This design comes from an exercise in tuning for small area, a short achievable clock period and few clock cycles per item on the open sky130 flow, not from production work.
In this exercise RTL edits were held to simulation tests only and were not proved equivalent to the original.
Power and IR drop assume default switching activity.

==> job 6308 <==
## deque_with_search
module deque_with_search #(
   parameter int CAPACITY = dqs_pkg::CAPACITY_DEF
) (
   input  wire logic                                clock,
   input  wire logic                                reset,
   input  wire logic                                req_valid,
   output logic                                     req_ready,
   input  wire logic        [dqs_pkg::OPCODE_W-1:0] req_opcode,
   input  wire logic signed [dqs_pkg::DATA_W-1:0]   req_value,
   output logic                                     rsp_valid,
   input  wire logic                                rsp_ready,
   output logic             [dqs_pkg::STATUS_W-1:0] rsp_status,
   output logic             [dqs_pkg::POS_W-1:0]    rsp_position,
   output logic signed      [dqs_pkg::DATA_W-1:0]   rsp_entry_data,
   output logic                                     rsp_last
);
==> flow/config.mk <==
export PLATFORM = sky130hd
export DESIGN_NAME = deque_with_search
export DESIGN_NICKNAME = deque_with_search
export VERILOG_FILES = /design/flow/design.v
export SDC_FILE = /design/flow/constraint.sdc
export NUM_CORES = 4
export LEC_CHECK = 0
export CAP_MARGIN = 20
export CORE_MARGIN = 2
export CORE_UTILIZATION = 40
export SLEW_MARGIN = 20
==> flow/constraint.sdc <==
create_clock -name core_clock -period 6.0 [get_ports {clock}]
set_input_delay 1.2000 -clock core_clock [delete_from_list [all_inputs] [get_ports {clock}]]
set_output_delay 1.2000 -clock core_clock [all_outputs]
set_load 0.01 [all_outputs]
run.sh (not shown) runs the stock make flow with config.mk's settings and CLKGATE_MAP_FILE= SYNTH_SCRIPT=/design/flow/synth_recipe.tcl, a recipe that flattens the netlist after the stock synthesis.
==> job 382 (differences from job 6308) <==
--- a/flow/design.v
+++ b/flow/design.v
@@ -82,104 +82,109 @@
    input  wire logic [CAPACITY-1:0]           mem_match
 );
    localparam int DW = dqs_pkg::DATA_W;
    localparam int PW = dqs_pkg::POS_W;
    localparam int SW = dqs_pkg::STATUS_W;
-   logic              r_valid;
-   logic [2:0]        r_op;
-   logic [DW-1:0]     r_val;
    logic [IDX_W-1:0]  front, back;       
    logic [CNT_W-1:0]  count;
    logic              full, empty;
    logic              d_active;          
    logic [IDX_W-1:0]  rd_slot;           
    logic [CNT_W-1:0]  d_left;            
+   logic              ready_ff;
    logic              s_valid;
    logic              s_search;
    logic [SW-1:0]     s_status;
-   logic [PW-1:0]     s_pos;             
+   logic [IDX_W-1:0]  s_front;           
    logic [DW-1:0]     s_data;            
    logic              s_last;
    logic              q0_valid, q1_valid;
    logic [SW-1:0]     q0_status, q1_status;
    logic [PW-1:0]     q0_pos, q1_pos;
    logic [DW-1:0]     q0_data, q1_data;
    logic              q0_last, q1_last;
-   logic              ready_ff;
    logic              e_go;              
-   logic              e_fire;            
-   logic              r_done;            
+   logic              take;              
+   logic              beat_dump;         
+   logic              s_load;
    logic              is_pf, is_pb, is_popf, is_popb, is_dump, is_search;
    logic [CAPACITY-1:0] front_oh, back_oh, ge_front, lt_back;
    logic              d_last;
    always_comb begin
       for (int i = 0; i < CAPACITY; i++) begin
          front_oh[i] = (front == IDX_W'(i));
          back_oh[i]  = (back  == IDX_W'(i));
          ge_front[i] = (IDX_W'(i) >= front);
          lt_back[i]  = (IDX_W'(i) <  back);
       end
-      if (full)              mem_valid = '1;
+      if (full)               mem_valid = '1;
       else if (front <= back) mem_valid = ge_front & lt_back;
-      else                   mem_valid = ge_front | lt_back;
+      else                    mem_valid = ge_front | lt_back;
    end
-   assign is_pf     = (r_op == 3'd0);
-   assign is_pb     = (r_op == 3'd1);
-   assign is_popf   = (r_op == 3'd2);
-   assign is_popb   = (r_op == 3'd3);
-   assign is_dump   = (r_op == 3'd4);
-   assign is_search = (r_op == 3'd5);
-   assign e_go    = !s_valid || !q1_valid;
-   assign e_fire  = r_valid && e_go;
-   assign d_last  = (d_left == '0);
-   assign r_done  = e_fire && (!is_dump || empty || d_last);
-   assign mem_key     = r_val;
-   assign mem_wr_data = r_val;
+   assign take      = req_valid && ready_ff;
+   assign is_pf     = take && (req_opcode == 3'd0);
+   assign is_pb     = take && (req_opcode == 3'd1);
+   assign is_popf   = take && (req_opcode == 3'd2);
+   assign is_popb   = take && (req_opcode == 3'd3);
+   assign is_dump   = take && (req_opcode == 3'd4);
+   assign is_search = take && (req_opcode == 3'd5);
+   assign e_go      = !s_valid || !q1_valid;
+   assign d_last    = (d_left == '0);
+   assign beat_dump = (is_dump && !empty) || (d_active && e_go);
+   assign s_load    = (take && !(req_opcode[2] && req_opcode[1])) || (d_active && e_go);
+   assign mem_key     = req_value;
+   assign mem_wr_data = req_value;
    assign mem_rd_addr = rd_slot;
    always_comb begin
       for (int i = 0; i < CAPACITY; i++) begin
-         mem_wr_sel[i] = e_fire && !full &&
-                         ((is_pf && front_oh[(i + 1) % CAPACITY]) || (is_pb && back_oh[i]));
+         mem_wr_sel[i] = !full && ((is_pf && front_oh[(i + 1) % CAPACITY]) || (is_pb && back_oh[i]));
       end
    end
    logic [IDX_W-1:0]  front_n, back_n;
    logic [CNT_W-1:0]  count_n;
    logic              inc, dec;
+   logic              d_active_n;
+   logic [CNT_W-1:0]  d_left_n;
    always_comb begin
-      inc     = e_fire && !full  && (is_pf || is_pb);
-      dec     = e_fire && !empty && (is_popf || is_popb);
+      inc     = !full  && (is_pf || is_pb);
+      dec     = !empty && (is_popf || is_popb);
       front_n = front;
       back_n  = back;
-      if (e_fire && !full && is_pf)   front_n = front - 1'b1;
-      if (e_fire && !full && is_pb)   back_n  = back + 1'b1;
-      if (e_fire && !empty && is_popf) front_n = front + 1'b1;
-      if (e_fire && !empty && is_popb) back_n  = back - 1'b1;
+      if (!full && is_pf)    front_n = front - 1'b1;
+      if (!full && is_pb)    back_n  = back + 1'b1;
+      if (!empty && is_popf) front_n = front + 1'b1;
+      if (!empty && is_popb) back_n  = back - 1'b1;
       count_n = inc ? count + 1'b1 : (dec ? count - 1'b1 : count);
+      d_active_n = d_active;
+      d_left_n   = d_left;
+      if (beat_dump) begin
+         d_active_n = !d_last;
+         d_left_n   = d_left - 1'b1;
+      end
+      if (!d_active_n) d_left_n = count_n - 1'b1;
    end
-   logic              s_load;
    logic              s_take;            
-   assign s_take = s_valid && !q1_valid;
-   assign s_load = e_fire && (!r_op[2] || !r_op[1]);    
    logic [SW-1:0]     b_status;
    logic [PW-1:0]     b_pos;
    logic [DW-1:0]     b_data;
    logic              b_last;
-   logic [CAPACITY-1:0] s_ge, s_hi;
+   logic [CAPACITY-1:0]   s_ge, s_hi;
    logic [2*CAPACITY-1:0] s_vec;
    logic [IDX_W:0]    s_idx;
    logic              s_found;
    logic [IDX_W-1:0]  s_off;
+   assign s_take = s_valid && !q1_valid;
    always_comb begin
-      for (int i = 0; i < CAPACITY; i++) s_ge[i] = (IDX_W'(i) >= s_pos[IDX_W-1:0]);
+      for (int i = 0; i < CAPACITY; i++) s_ge[i] = (IDX_W'(i) >= s_front);
       s_hi    = s_data & s_ge;
       s_vec   = {s_data, s_hi};
       s_found = |s_data;
       s_idx   = '0;
       for (int i = 2*CAPACITY-1; i >= 0; i--) begin
          if (s_vec[i]) s_idx = (IDX_W+1)'(i);
       end
-      s_off   = s_idx[IDX_W-1:0] - s_pos[IDX_W-1:0];
+      s_off   = s_idx[IDX_W-1:0] - s_front;
       if (s_search) begin
          b_status = s_found ? dqs_pkg::STATUS_OK : dqs_pkg::STATUS_NOT_FOUND;
          b_pos    = s_found ? PW'(s_off) + 1'b1 : '0;
          b_data   = '0;
       end else begin
@@ -188,39 +193,19 @@
          b_data   = s_data;
       end
       b_last = s_last;
    end
    logic q_pop;
+   logic s_valid_n, q0_valid_n, q1_valid_n;
    assign q_pop = q0_valid && rsp_ready;
-   logic r_valid_n, q0_valid_n, q1_valid_n, s_valid_n, d_active_n;
-   logic [CNT_W-1:0] d_left_n;
-   logic [2:0] r_op_n;
-   logic full_n, empty_n;
    always_comb begin
-      if (req_valid && ready_ff) begin
-         r_valid_n = 1'b1;
-         r_op_n    = req_opcode;
-      end else begin
-         r_valid_n = r_valid && !r_done;
-         r_op_n    = r_op;
-      end
-      s_valid_n = s_load || (s_valid && !s_take);
+      s_valid_n  = s_load || (s_valid && !s_take);
       q0_valid_n = (q0_valid && !q_pop) || q1_valid || s_take;
       q1_valid_n = (q0_valid && !q_pop) && (q1_valid || s_take);
-      full_n  = (count_n == CNT_W'(CAPACITY));
-      empty_n = (count_n == '0);
-      d_active_n = d_active;
-      d_left_n   = d_left;
-      if (e_fire && is_dump && !empty) begin
-         d_active_n = !d_last;
-         d_left_n   = d_left - 1'b1;
-      end
-      if (!d_active_n) d_left_n = count_n - 1'b1;
    end
    always_ff @(posedge clock) begin
       if (reset) begin
-         r_valid  <= 1'b0;
          s_valid  <= 1'b0;
          q0_valid <= 1'b0;
          q1_valid <= 1'b0;
          front    <= '0;
          back     <= '0;
@@ -230,49 +215,43 @@
          d_active <= 1'b0;
          d_left   <= '1;
          rd_slot  <= '0;
          ready_ff <= 1'b1;
       end else begin
-         r_valid  <= r_valid_n;
          s_valid  <= s_valid_n;
          q0_valid <= q0_valid_n;
          q1_valid <= q1_valid_n;
          front    <= front_n;
          back     <= back_n;
          count    <= count_n;
-         full     <= full_n;
-         empty    <= empty_n;
+         full     <= (count_n == CNT_W'(CAPACITY));
+         empty    <= (count_n == '0);
          d_active <= d_active_n;
          d_left   <= d_left_n;
-         if (!d_active_n)  rd_slot <= front_n;
-         else if (e_fire)  rd_slot <= rd_slot + 1'b1;
-         ready_ff <= !r_valid_n ||
-                     ((!s_valid_n || !q1_valid_n) &&
-                      (r_op_n != 3'd4 || empty_n || (d_left_n == '0)));
+         if (!d_active_n)    rd_slot <= front_n;
+         else if (beat_dump) rd_slot <= rd_slot + 1'b1;
+         ready_ff <= !d_active_n && (!s_valid_n || !q1_valid_n);
       end
    end
    always_ff @(posedge clock) begin
-      if (req_valid && ready_ff) begin
-         r_op  <= req_opcode;
-         r_val <= req_value;
-      end
       if (s_load) begin
          s_search <= is_search && !empty;
          s_status <= (is_pf || is_pb) ? (full ? dqs_pkg::STATUS_FULL : dqs_pkg::STATUS_OK)
-                                      : (empty ? dqs_pkg::STATUS_UNDERFLOW : dqs_pkg::STATUS_OK);
-         s_pos    <= PW'(front);
-         s_data   <= is_search ? mem_match : ((is_dump && !empty) ? mem_rd_data : '0);
-         s_last   <= !(is_dump && !empty) || d_last;
+                                      : (empty && !d_active ? dqs_pkg::STATUS_UNDERFLOW
+                                                            : dqs_pkg::STATUS_OK);
+         s_front  <= front;
+         s_data   <= is_search ? mem_match : (beat_dump ? mem_rd_data : '0);
+         s_last   <= !beat_dump || d_last;
       end
       if (!q0_valid || q_pop) begin
          if (q1_valid) begin
             q0_status <= q1_status; q0_pos <= q1_pos; q0_data <= q1_data; q0_last <= q1_last;
          end else if (s_take) begin
             q0_status <= b_status; q0_pos <= b_pos; q0_data <= b_data; q0_last <= b_last;
          end
       end
-      if (s_take && (q1_valid || (q0_valid && !q_pop))) begin
+      if (s_take && q0_valid && !q_pop) begin
          q1_status <= b_status; q1_pos <= b_pos; q1_data <= b_data; q1_last <= b_last;
       end
    end
    assign req_ready      = ready_ff;
    assign rsp_valid      = q0_valid;
==> comparison <==
- Of job 382 and job 6308, job 382 has the higher wire length (gap 6.3%, measured against job 6308).
- Die area: job 6308 is larger than job 382 (1.3%).
- Against job 382, the total power of job 6308 is higher by about 4%.
- First-iteration DRC count: job 382 is larger than job 6308 (1.7%).
- In job 382 the maximum frequency is lower than in job 6308, by about 1.6%.
- Of job 382 and job 6308, job 382 has the higher utilization (gap 0.23 points).
- Between job 382 and job 6308, the lower sequential share of layout area is in job 382 (gap 1.1 points).
Testbench counts of job 6308, summed over its fixed seeds: cycles 10,548, requests 5,600.
Testbench counts of job 382, summed over its fixed seeds: cycles 10,540, requests 5,600.

[afterwards: timing with drivers on the ports]
Ports are ideal in the flow. The routed layouts listed here were re-timed in OpenROAD.
Step 1 (the two cells are an assumption about what drives the block):
set clk [get_ports {clock}]
set_driving_cell -lib_cell sky130_fd_sc_hd__clkbuf_16 $clk
set_driving_cell -lib_cell sky130_fd_sc_hd__buf_2 [delete_from_list [all_inputs] $clk]
Step 2 also shifts input and output timing later by t, the mid clock arrival at the registers, as if the neighbouring blocks saw the same clock.
Slacks: no drivers / after step 1 / after step 2; pairs: no drivers / after step 1.
| run | t, ns | setup slack, ns | hold slack, ns | worst data-port slew with drivers (ns) |
|---|---|---|---|---|
| job 6308 | 0.913 | 0.850 / 0.850 / 0.850 | 0.469 / 0.469 / 0.469 | 0.08 |
| job 382 | 0.883 | 0.768 / 0.768 / 0.447 | 0.465 / 0.465 / 0.465 | 0.09 |
After both steps setup and hold are still met in every run listed. The setup slack of job 382, which loses most, moves by 0.000 ns with the drivers and by -0.321 ns with both steps.
